From an optimization exercise on the open Yosys and OpenROAD flow, aimed at small area; shortcuts taken in it are not production practice. At most, simulation tests tie the RTL to the original design; equivalence was not proved. No activity file was given, so power comes from the tool's default toggle rates. No driver is modelled on the clock port, so clocking that relies on it looks cheaper here than on a real chip.

## rv_core_top
module rv_core_top (
    input  logic           clk,
    input  logic           rst_n,
    input  logic           inst_valid_i,
    input  logic [31:0]    inst_i,
    output logic           inst_allowin_o,
    output logic           retire_valid_o,
    output logic [38:0]    retire_o,
    input  logic           retire_ready_i
);
==> flow/config.mk <==
export PLATFORM = sky130hd
export DESIGN_NAME = rv_core_top
export DESIGN_NICKNAME = rv_core_top
export VERILOG_FILES = /design/flow/design.v
export SDC_FILE = /design/flow/constraint.sdc
export NUM_CORES = 8
export LEC_CHECK = 0
export ABC_AREA = 1
export CAP_MARGIN = 20
export CORE_MARGIN = 2
export CORE_UTILIZATION = 50
export SLEW_MARGIN = 20
==> flow/constraint.sdc <==
create_clock -name core_clock -period 10.0 [get_ports {clk}]
set_input_delay 2.0000 -clock core_clock [delete_from_list [all_inputs] [get_ports {clk}]]
set_output_delay 2.0000 -clock core_clock [all_outputs]
set_load 0.01 [all_outputs]
standard.sh (not shown) runs the stock make flow with config.mk's settings and CLKGATE_MAP_FILE= SYNTH_SCRIPT=/design/flow/synth_recipe.tcl, a recipe that flattens the netlist after the stock synthesis.
==> flow/flow/run.sh <==
#!/bin/bash
# The standard ORFS layout (standard.sh) with three changes:
#  - synthesis maps with an area-oriented ABC script (flow/abc.script);
#    everything else in synthesis is the standard script, so the
#    registers and their names are the standard ones
#  - ports are buffered with sky130_fd_sc_hd__buf_1
#  - clock tree synthesis inserts no dummy loads and uses larger sink clusters
# Each tool's output stays in orfs/logs/; make's output goes to flow.log.
set -euo pipefail
W=$PWD
export BUFFER_PORTS_ARGS="-buffer_cell sky130_fd_sc_hd__buf_1"
export CTS_ARGS="-sink_clustering_enable -repair_clock_nets -dont_use_dummy_load -sink_clustering_size 36 -sink_clustering_max_diameter 80"
sed "s#SYNTH_SCRIPT=[^ ]*#SYNTH_SCRIPT=$W/flow/synth.tcl#" standard.sh > own_standard.sh
bash own_standard.sh > flow.log 2>&1
==> flow/flow/abc.script <==
&get -n
&st
&dch -f
&nf -R 1000
&put
==> flow/flow/synth.tcl <==
# synth_recipe.tcl with one change: ABC maps with flow/abc.script
set own_abc_script [file join [file dirname [file normalize [info script]]] abc.script]
proc synth {args} { yosys synth -nofsm -noshare {*}$args }
proc abc {args} {
  set i [lsearch -exact $args -script]
  if { $i >= 0 } {
    set args [lreplace $args $i [expr {$i + 1}] -script $::own_abc_script]
  }
  yosys abc {*}$args
}
source $::env(SCRIPTS_DIR)/synth.tcl
# left out here: clear keep_hierarchy, flatten, clean up, hide names made inside functions, write 1_2_yosys.v
Next try:
--- a/flow/flow/run.sh
+++ b/flow/flow/run.sh
@@ -10,5 +10,5 @@
 W=$PWD
 export BUFFER_PORTS_ARGS="-buffer_cell sky130_fd_sc_hd__buf_1"
-export CTS_ARGS="-sink_clustering_enable -repair_clock_nets -dont_use_dummy_load -sink_clustering_size 36 -sink_clustering_max_diameter 80"
+export CTS_ARGS="-sink_clustering_enable -repair_clock_nets -dont_use_dummy_load -sink_clustering_size 32 -sink_clustering_max_diameter 100"
 sed "s#SYNTH_SCRIPT=[^ ]*#SYNTH_SCRIPT=$W/flow/synth.tcl#" standard.sh > own_standard.sh
 bash own_standard.sh > flow.log 2>&1
CORE_UTILIZATION = 60   (was 50)
Sequential power hardly moves.
Via count is about the same.
Routed wire length climbs slightly.
Core utilization climbs by 11 points.
Synthesized cell count stays the same.
Cell area drops slightly.
Count of clock-buffer cells in the layout climbs by 1.
Die area drops by about a fifth.
Register-to-register slack is better by 0.08 ns.
Synthesized area stays the same.
Clock skew drops by 0.043 ns.
No functional check of the RTL was part of any run of this note.

========
rv_core_top, a different RTL version from the one above (not shown whole).
Size: about 1800 cells after synthesis, about 77 I/O pins, about 0.027 mm2 of cells after synthesis.
Settings: LEC_CHECK=0, ABC_AREA=1, CAP_MARGIN=20, CORE_MARGIN=2, CORE_UTILIZATION=45, PLACE_DENSITY=0.7, SLEW_MARGIN=20; clock period 10.0 ns.
==> flow/flow/run.sh <==
#!/bin/bash
# The standard ORFS layout (standard.sh) with three changes:
#  - synthesis maps with an area-oriented ABC script (flow/abc.script);
#    everything else in synthesis is the standard script, so the
#    registers and their names are the standard ones
#  - ports are buffered with sky130_fd_sc_hd__buf_1
#  - clock tree synthesis inserts no dummy loads and uses larger sink clusters
# Each tool's output stays in orfs/logs/; make's output goes to flow.log.
set -euo pipefail
W=$PWD
export BUFFER_PORTS_ARGS="-buffer_cell sky130_fd_sc_hd__buf_1"
export CTS_ARGS="-sink_clustering_enable -repair_clock_nets -dont_use_dummy_load -sink_clustering_size 36 -sink_clustering_max_diameter 80"
sed "s#SYNTH_SCRIPT=[^ ]*#SYNTH_SCRIPT=$W/flow/synth.tcl#" standard.sh > own_standard.sh
bash own_standard.sh > flow.log 2>&1
Scripts as last shown in full above: flow/flow/abc.script, flow/flow/synth.tcl
The starting point ran to the end with no violations.
Next try:
--- a/flow/flow/run.sh
+++ b/flow/flow/run.sh
@@ -10,5 +10,5 @@
 W=$PWD
 export BUFFER_PORTS_ARGS="-buffer_cell sky130_fd_sc_hd__buf_1"
-export CTS_ARGS="-sink_clustering_enable -repair_clock_nets -dont_use_dummy_load -sink_clustering_size 36 -sink_clustering_max_diameter 80"
+export CTS_ARGS="-sink_clustering_enable -repair_clock_nets -dont_use_dummy_load -sink_clustering_size 32 -sink_clustering_max_diameter 80"
 sed "s#SYNTH_SCRIPT=[^ ]*#SYNTH_SCRIPT=$W/flow/synth.tcl#" standard.sh > own_standard.sh
 bash own_standard.sh > flow.log 2>&1
--- a/flow/config.mk
+++ b/flow/config.mk
@@ -9,5 +9,5 @@
 export CAP_MARGIN = 20
 export CORE_MARGIN = 2
-export CORE_UTILIZATION = 45
-export PLACE_DENSITY = 0.7
+export CORE_UTILIZATION = 55
+export PLACE_DENSITY = 0.65
 export SLEW_MARGIN = 20
After rerunning: Global-route usage grows by 3.1 points. Cell count shrinks by 5.9%. Routed wire length shrinks by 1.6%.

========
the baseline:
Another version of the RTL of rv_core_top (not shown whole).
Size in the first run: ~2300 cells after synthesis, roughly 1100 flip-flops, roughly 77 I/O pins, about 28000 sq um of cells after synthesis.
==> flow/config.mk <==
export PLATFORM = sky130hd
export DESIGN_NAME = rv_core_top
export DESIGN_NICKNAME = rv_core_top
export VERILOG_FILES = /design/flow/design.v
export SDC_FILE = /design/flow/constraint.sdc
export NUM_CORES = 8
export LEC_CHECK = 0
export ABC_AREA = 1
export CAP_MARGIN = 20
export CORE_MARGIN = 2
export CORE_UTILIZATION = 60
export CTS_CLUSTER_DIAMETER = 100
export CTS_CLUSTER_SIZE = 32
export SLEW_MARGIN = 20
==> flow/constraint.sdc <==
create_clock -name core_clock -period 10.0 [get_ports {clk}]
set_input_delay 2.0000 -clock core_clock [delete_from_list [all_inputs] [get_ports {clk}]]
set_output_delay 2.0000 -clock core_clock [all_outputs]
set_load 0.01 [all_outputs]
run.sh (not shown) runs the stock make flow with config.mk's settings and CLKGATE_MAP_FILE= SYNTH_SCRIPT=/design/flow/synth_recipe.tcl, a recipe that flattens the netlist after the stock synthesis.
Stock flow here: none of the scripts above is used.
The inputs of the candidate differ from those of the baseline as listed below.
Settings: CORE_UTILIZATION: 60 -> 70; PLACE_DENSITY: unset -> 0.75; CTS_CLUSTER_SIZE: 32 -> 24; CTS_CLUSTER_DIAMETER: 100 -> 150.
--- outcome ---
Going from the baseline to the candidate, net count reported at finish grew slightly. Sort the candidate and the baseline by final worst setup slack, ascending, and the candidate comes first. Between the candidate and the baseline, detail-routed net length per standard cell is higher for the candidate, the baseline comes in under that. In the reports for the candidate and the baseline, the smaller global-route usage belongs to the baseline. For wire length of the first global-routing pass, dividing the value from the baseline by the value from the candidate gives 0.807.
No functional check of the RTL was part of any run of this note.

========
Setup of run 1:
Another version of the RTL of rv_core_top (not shown whole).
Size in the first run: roughly 1800 cells after synthesis, ~1100 flip-flops, roughly 26000 um2 of cells after synthesis.
export LEC_CHECK = 0
export ABC_AREA = 1
export CAP_MARGIN = 20
export CORE_MARGIN = 2
export CORE_UTILIZATION = 50
export SLEW_MARGIN = 20
create_clock -name core_clock -period 10.0 [get_ports {clk}]
standard.sh (not shown) runs the stock make flow with config.mk's settings and CLKGATE_MAP_FILE= SYNTH_SCRIPT=/design/flow/synth_recipe.tcl, a recipe that flattens the netlist after the stock synthesis.
==> flow/flow/run.sh <==
#!/bin/bash
# The standard ORFS layout (standard.sh) with these changes:
#  - synthesis maps with an area-oriented ABC script (flow/abc.script) and
#    without the adder / Kogge-Stone carry mapping; everything else in
#    synthesis is the standard script, so the registers and their names
#    are the standard ones
#  - ports are buffered with sky130_fd_sc_hd__buf_1
#  - clock tree synthesis inserts no dummy loads and uses larger sink clusters
# Each tool's output stays in orfs/logs/; make's output goes to flow.log.
set -euo pipefail
W=$PWD
export BUFFER_PORTS_ARGS="-buffer_cell sky130_fd_sc_hd__buf_1"
export CTS_ARGS="-sink_clustering_enable -repair_clock_nets -dont_use_dummy_load -sink_clustering_size 36 -sink_clustering_max_diameter 80"
sed -e "s#SYNTH_SCRIPT=[^ ]*#SYNTH_SCRIPT=$W/flow/synth.tcl ADDER_MAP_FILE= SYNTH_OPERATIONS_ARGS=-noshare#" standard.sh > own_standard.sh
bash own_standard.sh > flow.log 2>&1
Scripts as last shown in full above: flow/flow/abc.script, flow/flow/synth.tcl
What run 2 does differently from run 1 at the input level:
- PLACE_DENSITY now 0.7, previously not set
- CORE_UTILIZATION now 60, was 50
-- flow/flow/run.sh --
<<< run 1, line 13
export CTS_ARGS="-sink_clustering_enable -repair_clock_nets -dont_use_dummy_load -sink_clustering_size 36 -sink_clustering_max_diameter 80"
>>> run 2, line 13
export CTS_ARGS="-sink_clustering_enable -repair_clock_nets -dont_use_dummy_load -sink_clustering_size 34 -sink_clustering_max_diameter 90"
-- flow/flow/abc.script --
<<< run 1, line 3
>>> run 2, line 3
&deepsyn -T 200
Results
On run 2: via count of the first global-routing pass is 1212 higher than what run 1 gave.
Run 2: number of buffers and inverters on the critical path is 2 lower than what run 1 reported.
From run 1 to run 2 the numbers moved as follows: cell area reported after detailed placement moved down; combined area of all synthesized cells down 1.1%; total track usage has increased.
Diff run 1 -> run 2: detailed route wirelength on metal2 now larger, global placement routability congestion went up, non-clock buffer count in the final layout decreased by 7.9% relative to the old numbers, worst setup slack climbed 550 ps.
As far as post-synthesis instance total is concerned, run 2 and run 1 perform about the same.
Every run in the comparison, run 2 and run 1, completed the flow with a clean layout.
What run 3 does differently from run 2 at the input level:
- swapping 60 for 50 in CORE_UTILIZATION
- clearing PLACE_DENSITY, which used to be 0.7
-- flow/flow/run.sh --
<<< run 2, line 13
export CTS_ARGS="-sink_clustering_enable -repair_clock_nets -dont_use_dummy_load -sink_clustering_size 34 -sink_clustering_max_diameter 90"
>>> run 3, line 13
export CTS_ARGS="-sink_clustering_enable -repair_clock_nets -dont_use_dummy_load -sink_clustering_size 36 -sink_clustering_max_diameter 80"
==> flow/flow/abc.script <==
&get -n
&st
&deepsyn -T 120
&dch -f
&nf -R 1000
&put
Findings:
- Number of well taps: run 3 vs run 2 up 95
- A end of the critical path of execute_i.r_o[12] is what run 2 shows, while execute_i.r_o[27] belongs to run 3.
- Looking at timing startpoint of the critical path, the ph[2] result is from run 2; the ph[0] one comes from run 3.
- Run 3 vs run 2 on area of all placed cells without fillers: run 3 is the higher one.
- The clock-pin slew reported for the worst setup and hold paths after clock tree synthesis of run 3 and that of run 2 are within noise of each other.
- Of run 2 and run 3, the higher wire length of the first global-routing pass belongs to run 2.

==> static timing again, ports no longer ideal <==
Ports are ideal in the flow. The routed layouts listed here were re-timed in OpenROAD.
Step 1 (the two cells are an assumption about what drives the block):
set clk [get_ports {clk}]
set_driving_cell -lib_cell sky130_fd_sc_hd__clkbuf_16 $clk
set_driving_cell -lib_cell sky130_fd_sc_hd__buf_2 [delete_from_list [all_inputs] $clk]
Step 2, shift: input delay + t, output delay - t, t = (earliest + latest rising clock arrival at the registers) / 2. This alone moves slack from input paths to output paths.
a / b / c = ideal / step 1 / step 2; a / b = the first two.
run	t, ns	setup WS [ns]	worst data-port slew with drivers (ns)
the first run of note 1	0.630	0.987 / 0.987 / 0.987	0.03
the second run of note 1	0.634	1.070 / 1.070 / 1.070	0.03
the first run of note 2	0.624	1.142 / 1.142 / 1.142	0.03
the second run of note 2	0.634	1.028 / 1.028 / 1.028	0.03
the baseline	0.647	2.816 / 2.851 / 2.203	0.07
the candidate	0.691	2.345 / 2.382 / 1.691	0.06
run 1	0.622	1.494 / 1.494 / 1.494	0.10
run 2	0.627	2.041 / 2.041 / 2.041	0.04
run 3	0.606	2.045 / 2.045 / 2.045	0.06
After both steps every run listed still meets setup and hold. The setup slack of the candidate, which loses most, moves by +0.037 ns with the drivers and by -0.654 ns with both steps.
